Source: an optimization exercise on an open RTL-to-GDS flow (aim: small area, a short achievable clock period and few clock cycles). Production flows keep margins and buffers that such runs may drop.
RTL that was checked went through simulation tests only; none was proved equivalent to the original.
Power is estimated from default activity; no workload was simulated.

==> build 4: inputs <==
==> flow/design.v (excerpt) <==
module aluTop #(
    parameter int OutCredits = 2
) (
    input  wire logic                 clk,
    input  wire logic                 rstN,
    input  wire logic                 inValid,
    input  wire logic [31:0]          instr,
    input  wire logic [DataWidth-1:0] regA,
    input  wire logic [DataWidth-1:0] regB,
    output logic                      inCredit,
    output logic                      outValid,
    output logic      [DataWidth-1:0] result,
    output logic      [2:0]           flags,
    output logic                      illegal,
    input  wire logic                 outCredit
);
Settings: LEC_CHECK=0, CAP_MARGIN=20, CORE_MARGIN=2, CORE_UTILIZATION=60, CTS_BUF_LIST=sky130_fd_sc_hd__clkbuf_2 sky130_fd_sc_hd__clkbuf_4 sky130_fd_sc_hd__clkbuf_8, PLACE_DENSITY=0.8, SETUP_SLACK_MARGIN=5, SLEW_MARGIN=20; clock period 8.5 ns.
standard.sh (not shown) runs the stock make flow with config.mk's settings and CLKGATE_MAP_FILE= SYNTH_SCRIPT=/design/flow/synth_recipe.tcl, a recipe that flattens the netlist after the stock synthesis.
==> flow/flow/run.sh <==
#!/bin/bash
set -euo pipefail
bash standard.sh BUFFER_PORTS_ARGS="-buffer_cell sky130_fd_sc_hd__buf_2" finish > flow_make.log 2>&1
==> build 16: changes against build 4 <==
--- a/flow/design.v
+++ b/flow/design.v
@@ -176,11 +176,11 @@
     output logic             isBr,      
     output logic             isBne,
     output logic             selShift,
     output logic             shLeft,
     output logic             shArith,
-    output logic             shVar,     
+    output logic             shConst,   
     output logic             ovfEn,
     output logic             sltEn,
     output logic             sltuEn,
     output logic             illegal
 );
@@ -216,16 +216,18 @@
         end
     end
     assign usesRt  = (opc == OpcRType) || (opc == OpcBeq) || (opc == OpcBne);
     assign badReg  = (rsField > 5'd1) || (usesRt && (rtField > 5'd1));
     assign illegal = badReg || badCode;
+    logic legal;
+    assign legal    = !illegal;
     assign isR      = !opc[3] && !opc[2];
-    assign useImm   = opc[3];
-    assign zeroExt  = opc[2];
-    assign selSum   = isR ? (fn[5] && !fn[2]) : (opc[3] && !opc[2]);
+    assign useImm   = !isR;                                
+    assign zeroExt  = opc[3] && opc[2];
+    assign selSum   = legal && (isR ? (fn[5] && !fn[2]) : (opc[3] && !opc[2]));
     assign sub      = isR ? (fn[5] && !fn[2] && fn[1]) : (opc[3] && !opc[2] && opc[1]);
-    assign isLogic  = isR ? (fn[5] && fn[2]) : (opc[3] && opc[2]);
+    assign isLogic  = legal && (isR ? (fn[5] && fn[2]) : (opc[3] && opc[2]));
     assign logicOp  = isR ? fn[1:0] : opc[1:0];            
     always_comb begin
         logicTT = 4'b0000;
         if (isLogic) begin
             case (logicOp)
@@ -234,71 +236,62 @@
                 2'b10: logicTT = 4'b0110;
                 2'b11: logicTT = 4'b0001;
             endcase
         end
     end
-    assign isBr     = !opc[3] && opc[2];
+    assign isBr     = legal && !opc[3] && opc[2];
     assign isBne    = opc[0];
-    assign selShift = isR && !fn[5];
-    assign shLeft   = !fn[1];
+    assign selShift = legal && isR && !fn[5];
+    assign shLeft   = isR && !fn[5] && !fn[1];              
     assign shArith  = fn[0];
-    assign shVar    = fn[2];
-    assign ovfEn    = isR ? (fn[5] && !fn[3] && !fn[2] && !fn[0]) : (opc[3] && !opc[2] && !opc[1] && !opc[0]);
-    assign sltEn    = isR ? (fn[5] && fn[3] && !fn[0]) : (opc[3] && !opc[2] && opc[1] && !opc[0]);
-    assign sltuEn   = isR ? (fn[5] && fn[3] && fn[0]) : (opc[3] && !opc[2] && opc[1] && opc[0]);
+    assign shConst  = isR && !fn[5] && !fn[2];
+    assign ovfEn    = legal && (isR ? (fn[5] && !fn[3] && !fn[2] && !fn[0]) : (opc[3] && !opc[2] && !opc[1] && !opc[0]));
+    assign sltEn    = legal && (isR ? (fn[5] && fn[3] && !fn[0]) : (opc[3] && !opc[2] && opc[1] && !opc[0]));
+    assign sltuEn   = legal && (isR ? (fn[5] && fn[3] && fn[0]) : (opc[3] && !opc[2] && opc[1] && opc[0]));
 endmodule
 `default_nettype wire
 `timescale 1ns/1ps
 `default_nettype none
 import aluPkg::*;
 module aluExecute (
     input  wire logic [DataWidth-1:0] x,
     input  wire logic [DataWidth-1:0] b,        
-    input  wire logic [15:0]          imm,
+    input  wire logic                 same,     
     input  wire logic                 selSum,
     input  wire logic                 sub,
     input  wire logic [3:0]           logicTT,
     input  wire logic                 isBr,
     input  wire logic                 isBne,
     input  wire logic                 selShift,
     input  wire logic                 shLeft,
     input  wire logic                 shArith,
-    input  wire logic                 shVar,
     output logic      [15:0]          lo,       
     output logic      [15:0]          xHi,      
     output logic      [15:0]          bHi,      
     output logic                      carry,    
     output logic                      zero      
 );
     logic [DataWidth-1:0] opB;
     logic [16:0]          sumLo;
     logic [DataWidth-1:0] bitw;
     logic [DataWidth-1:0] src;
-    logic [4:0]           shAmt;
     logic [DataWidth-1:0] shr;
-    logic                 same;
     logic [DataWidth-1:0] brRes;
     logic [DataWidth-1:0] other;
     assign opB    = b ^ {DataWidth{sub}};
     assign sumLo  = {1'b0, x[15:0]} + {1'b0, opB[15:0]} + {16'b0, sub};
     always_comb begin
         for (int i = 0; i < DataWidth; i++) begin
             bitw[i] = logicTT[{x[i], b[i]}];
         end
     end
-    always_comb begin
-        for (int i = 0; i < DataWidth; i++) begin
-            src[i] = shLeft ? b[DataWidth-1-i] : b[i];
-        end
-    end
-    assign shAmt = shVar ? x[4:0] : imm[10:6];
-    assign shr   = DataWidth'($signed({shArith & b[DataWidth-1], src}) >>> shAmt);
-    assign same  = (x == b);
-    assign brRes = (same ^ isBne) ? {{(DataWidth-18){imm[15]}}, imm, 2'b00} : DataWidth'(4);
+    assign src   = b;
+    assign shr   = DataWidth'($signed({shArith & b[DataWidth-1], src}) >>> x[4:0]);
+    assign brRes = (same ^ isBne) ? {b[DataWidth-3:0], 2'b00} : DataWidth'(4);
     assign other = (selShift ? shr : '0) | bitw | (isBr ? brRes : '0);
-    assign lo    = selSum ? sumLo[15:0] : other[15:0];
-    assign xHi   = selSum ? x[31:16] : other[31:16];
+    assign lo    = (selSum ? sumLo[15:0] : 16'b0) | other[15:0];
+    assign xHi   = (selSum ? x[31:16] : 16'b0) | other[31:16];
     assign bHi   = opB[31:16];
     assign carry = sumLo[16];
     assign zero  = isBr && same;
 endmodule
 module aluFinish (
@@ -327,15 +320,15 @@
     always_comb begin
         for (int i = 0; i < 32; i++) begin
             wordRev[i] = word[31-i];
         end
     end
-    assign resNext = selSum ? {sumHi[15:0], lo} : (revOut ? wordRev : word);
+    assign resNext = revOut ? wordRev : {(selSum ? sumHi[15:0] : xHi), lo};
     assign flagsNext[FlagZero] = zeroFlag;
     assign flagsNext[FlagNeg]  = (sltEn && (sumHi[15] ^ ovf)) || (sltuEn && !sumHi[16]);
     assign flagsNext[FlagOvf]  = ovfEn && ovf;
-    assign res = {illegal, illegal ? 35'b0 : {flagsNext, resNext}};
+    assign res = {illegal, flagsNext, resNext};
 endmodule
 `default_nettype wire
 `timescale 1ns/1ps
 `default_nettype none
 import aluPkg::*;
@@ -354,19 +347,21 @@
     output logic      [2:0]           flags,
     output logic                      illegal,
     input  wire logic                 outCredit
 );
     logic dSelSum, dSub, dUseImm, dZeroExt, dIsBr, dIsBne, dSelShift;
-    logic dShLeft, dShArith, dShVar, dOvfEn, dSltEn, dSltuEn, dIll;
+    logic dShLeft, dShArith, dShConst, dOvfEn, dSltEn, dSltuEn, dIll;
     logic [3:0] dTT;
     logic                 v1;
     logic [DataWidth-1:0] x1, b1;
     logic [DataWidth-1:0] rtVal;
     logic [DataWidth-1:0] immExt;
-    logic [15:0]          imm1;
+    logic [DataWidth-1:0] rtRev;
+    logic                 same1;
+    logic [DataWidth-1:0] rsVal;
     logic s1SelSum, s1Sub, s1IsBr, s1IsBne, s1SelShift;
-    logic s1ShLeft, s1ShArith, s1ShVar, s1OvfEn, s1SltEn, s1SltuEn, s1Ill;
+    logic s1ShLeft, s1ShArith, s1OvfEn, s1SltEn, s1SltuEn, s1Ill;
     logic [3:0] s1TT;
     logic [15:0] eLo, eXHi, eBHi;
     logic        eCarry, eZero;
     logic        v2;
     logic [15:0] lo2, xHi2, bHi2;
@@ -377,11 +372,11 @@
     logic        credAvail;
     aluDecode uDecode (
         .instrBits(instr),
         .selSum(dSelSum), .sub(dSub), .useImm(dUseImm), .zeroExt(dZeroExt),
         .logicTT(dTT), .isBr(dIsBr), .isBne(dIsBne), .selShift(dSelShift),
-        .shLeft(dShLeft), .shArith(dShArith), .shVar(dShVar), .ovfEn(dOvfEn),
+        .shLeft(dShLeft), .shArith(dShArith), .shConst(dShConst), .ovfEn(dOvfEn),
         .sltEn(dSltEn), .sltuEn(dSltuEn), .illegal(dIll)
     );
     always_ff @(posedge clk or negedge rstN) begin
         if (!rstN) begin
             v1 <= 1'b0;
@@ -389,35 +384,40 @@
         end else begin
             v1 <= inValid;
             v2 <= v1;
         end
     end
+    assign rsVal  = instr[21] ? regB : regA;
     assign rtVal  = instr[16] ? regB : regA;
     assign immExt = {{(DataWidth-16){instr[15] & !dZeroExt}}, instr[15:0]};
+    always_comb begin
+        for (int i = 0; i < DataWidth; i++) begin
+            rtRev[i] = rtVal[DataWidth-1-i];
+        end
+    end
     always_ff @(posedge clk) begin
-        x1         <= instr[21] ? regB : regA;
-        b1         <= dUseImm ? immExt : rtVal;
-        imm1       <= instr[15:0];
+        x1         <= {rsVal[DataWidth-1:5], dShConst ? instr[10:6] : rsVal[4:0]};
+        same1      <= (instr[21] == instr[16]) || (regA == regB);
+        b1         <= dUseImm ? immExt : (dShLeft ? rtRev : rtVal);
         s1SelSum   <= dSelSum;
         s1Sub      <= dSub;
         s1TT       <= dTT;
         s1IsBr     <= dIsBr;
         s1IsBne    <= dIsBne;
         s1SelShift <= dSelShift;
         s1ShLeft   <= dShLeft;
         s1ShArith  <= dShArith;
-        s1ShVar    <= dShVar;
         s1OvfEn    <= dOvfEn;
         s1SltEn    <= dSltEn;
         s1SltuEn   <= dSltuEn;
         s1Ill      <= dIll;
     end
     aluExecute uExecute (
-        .x(x1), .b(b1), .imm(imm1),
+        .x(x1), .b(b1), .same(same1),
         .selSum(s1SelSum), .sub(s1Sub),
         .logicTT(s1TT), .isBr(s1IsBr), .isBne(s1IsBne), .selShift(s1SelShift),
-        .shLeft(s1ShLeft), .shArith(s1ShArith), .shVar(s1ShVar),
+        .shLeft(s1ShLeft), .shArith(s1ShArith),
         .lo(eLo), .xHi(eXHi), .bHi(eBHi), .carry(eCarry), .zero(eZero)
     );
     always_ff @(posedge clk) begin
         lo2     <= eLo;
         xHi2    <= eXHi;
==> flow/flow/run.sh (replaced) <==
#!/bin/bash
set -euo pipefail
cp -r "$FLOW_HOME/scripts" myscripts
chmod -R u+w myscripts
cp flow/abc_area.script myscripts/abc_area.script
KNOBS=(BUFFER_PORTS_ARGS="-buffer_cell sky130_fd_sc_hd__buf_1" SETUP_SLACK_MARGIN=6.0)
bash standard.sh SCRIPTS_DIR="$PWD/myscripts" "${KNOBS[@]}" synth > flow_synth.log 2>&1
bash standard.sh "${KNOBS[@]}" finish > flow_make.log 2>&1
==> flow/flow/abc_area.script (new file) <==
&get -n
&st
&dch
&nf -R 1000
&put
topo
stime -c
buffer -c
upsize -c
dnsize -c
Settings changed: ABC_AREA set to 1, CTS_BUF_LIST sky130_fd_sc_hd__clkbuf_2 sky130_fd_sc_hd__clkbuf_4 sky130_fd_sc_hd__clkbuf_8 to sky130_fd_sc_hd__clkbuf_8 sky130_fd_sc_hd__clkbuf_16, CTS_CLUSTER_DIAMETER set to 80, CTS_CLUSTER_SIZE set to 24, SETUP_SLACK_MARGIN 5 to unset.
==> summary of the runs <==
Between build 4 and build 16, the lower sequential power is in build 16 (gap about 6%, measured against build 16). Against build 16, the first-iteration DRC count of build 4 is smaller by about 22%. Worst setup slack: build 16 is higher than build 4 (480 ps). Against build 16, the critical path depth of build 4 is higher by 9. Of build 4 and build 16, build 4 has the higher sequential cell count (gap 14). Of build 4 and build 16, build 4 has the higher die area (gap about 7%, measured against build 16).
==> figures <==
Internal power summed over all cells: build 4 2.87 mW; build 16 2.50 mW
Die area: build 4 0.0289 mm2; build 16 0.0270 mm2
Multi-input logic area: build 4 0.00827 mm2; build 16 0.00831 mm2
Y dimension of the die: build 4 170 um; build 16 164 um
Pre-CTS worst setup slack: build 4 4990 ps; build 16 4880 ps
Met1 wire length: build 4 19.4 mm; build 16 18.3 mm
Total length of routed met3 wires: build 4 4.30 mm; build 16 4.38 mm
Endpoint with the worst hold slack: build 4 ovfEn2; build 16 sltuEn2
Pin slew with the least headroom to its limit: build 4 1140 ps; build 16 1290 ps
Worst IR Drop VDD: build 4 0.000146 V; build 16 0.000329 V
Status: build 4 complete, no violations; build 16 complete, no violations
Seq group: build 4 1.90 mW; build 16 1.80 mW
Hold wc startpoint: build 4 s1OvfEn; build 16 s1SltuEn
Testbench counts of build 16, summed over its fixed seeds: cycles 4,024.
The RTL of build 4 was laid out without a check of its function.

==> afterwards: timing with drivers on the ports <==
The results above use ideal ports. As a check the final layouts listed here were re-extracted and re-timed, cells and wires unchanged.
Step 1 sets driving cells, clkbuf_16 on the clock port and buf_2 on the other inputs (assumed; they add their load-dependent delay and slew).
Step 2 adds t to the input delays and takes it off the output delays; t is the mean of the earliest and latest rising clock arrival at the registers after step 1. Input paths then give back, and output paths get back, about the clock's delay inside the block.
Slacks: ideal ports / drivers / drivers and shift; pairs: ideal ports / drivers.
| run | t, ns | setup WS [ns] | worst hold slack (ns) | worst setup path at the end | cell pins on the clock port's net |
|---|---|---|---|---|---|
| build 4 | 0.635 | 5.150 / 5.150 / 5.115 | 0.323 / 0.323 / 0.323 | input to register | 1 |
| build 16 | 0.564 | 5.628 / 5.580 / 5.294 | 0.349 / 0.349 / 0.349 | input to register | 1 |
After both steps setup and hold are still met in every run listed. The setup slack of build 16, which loses most, moves by -0.048 ns with the drivers and by -0.334 ns with both steps.
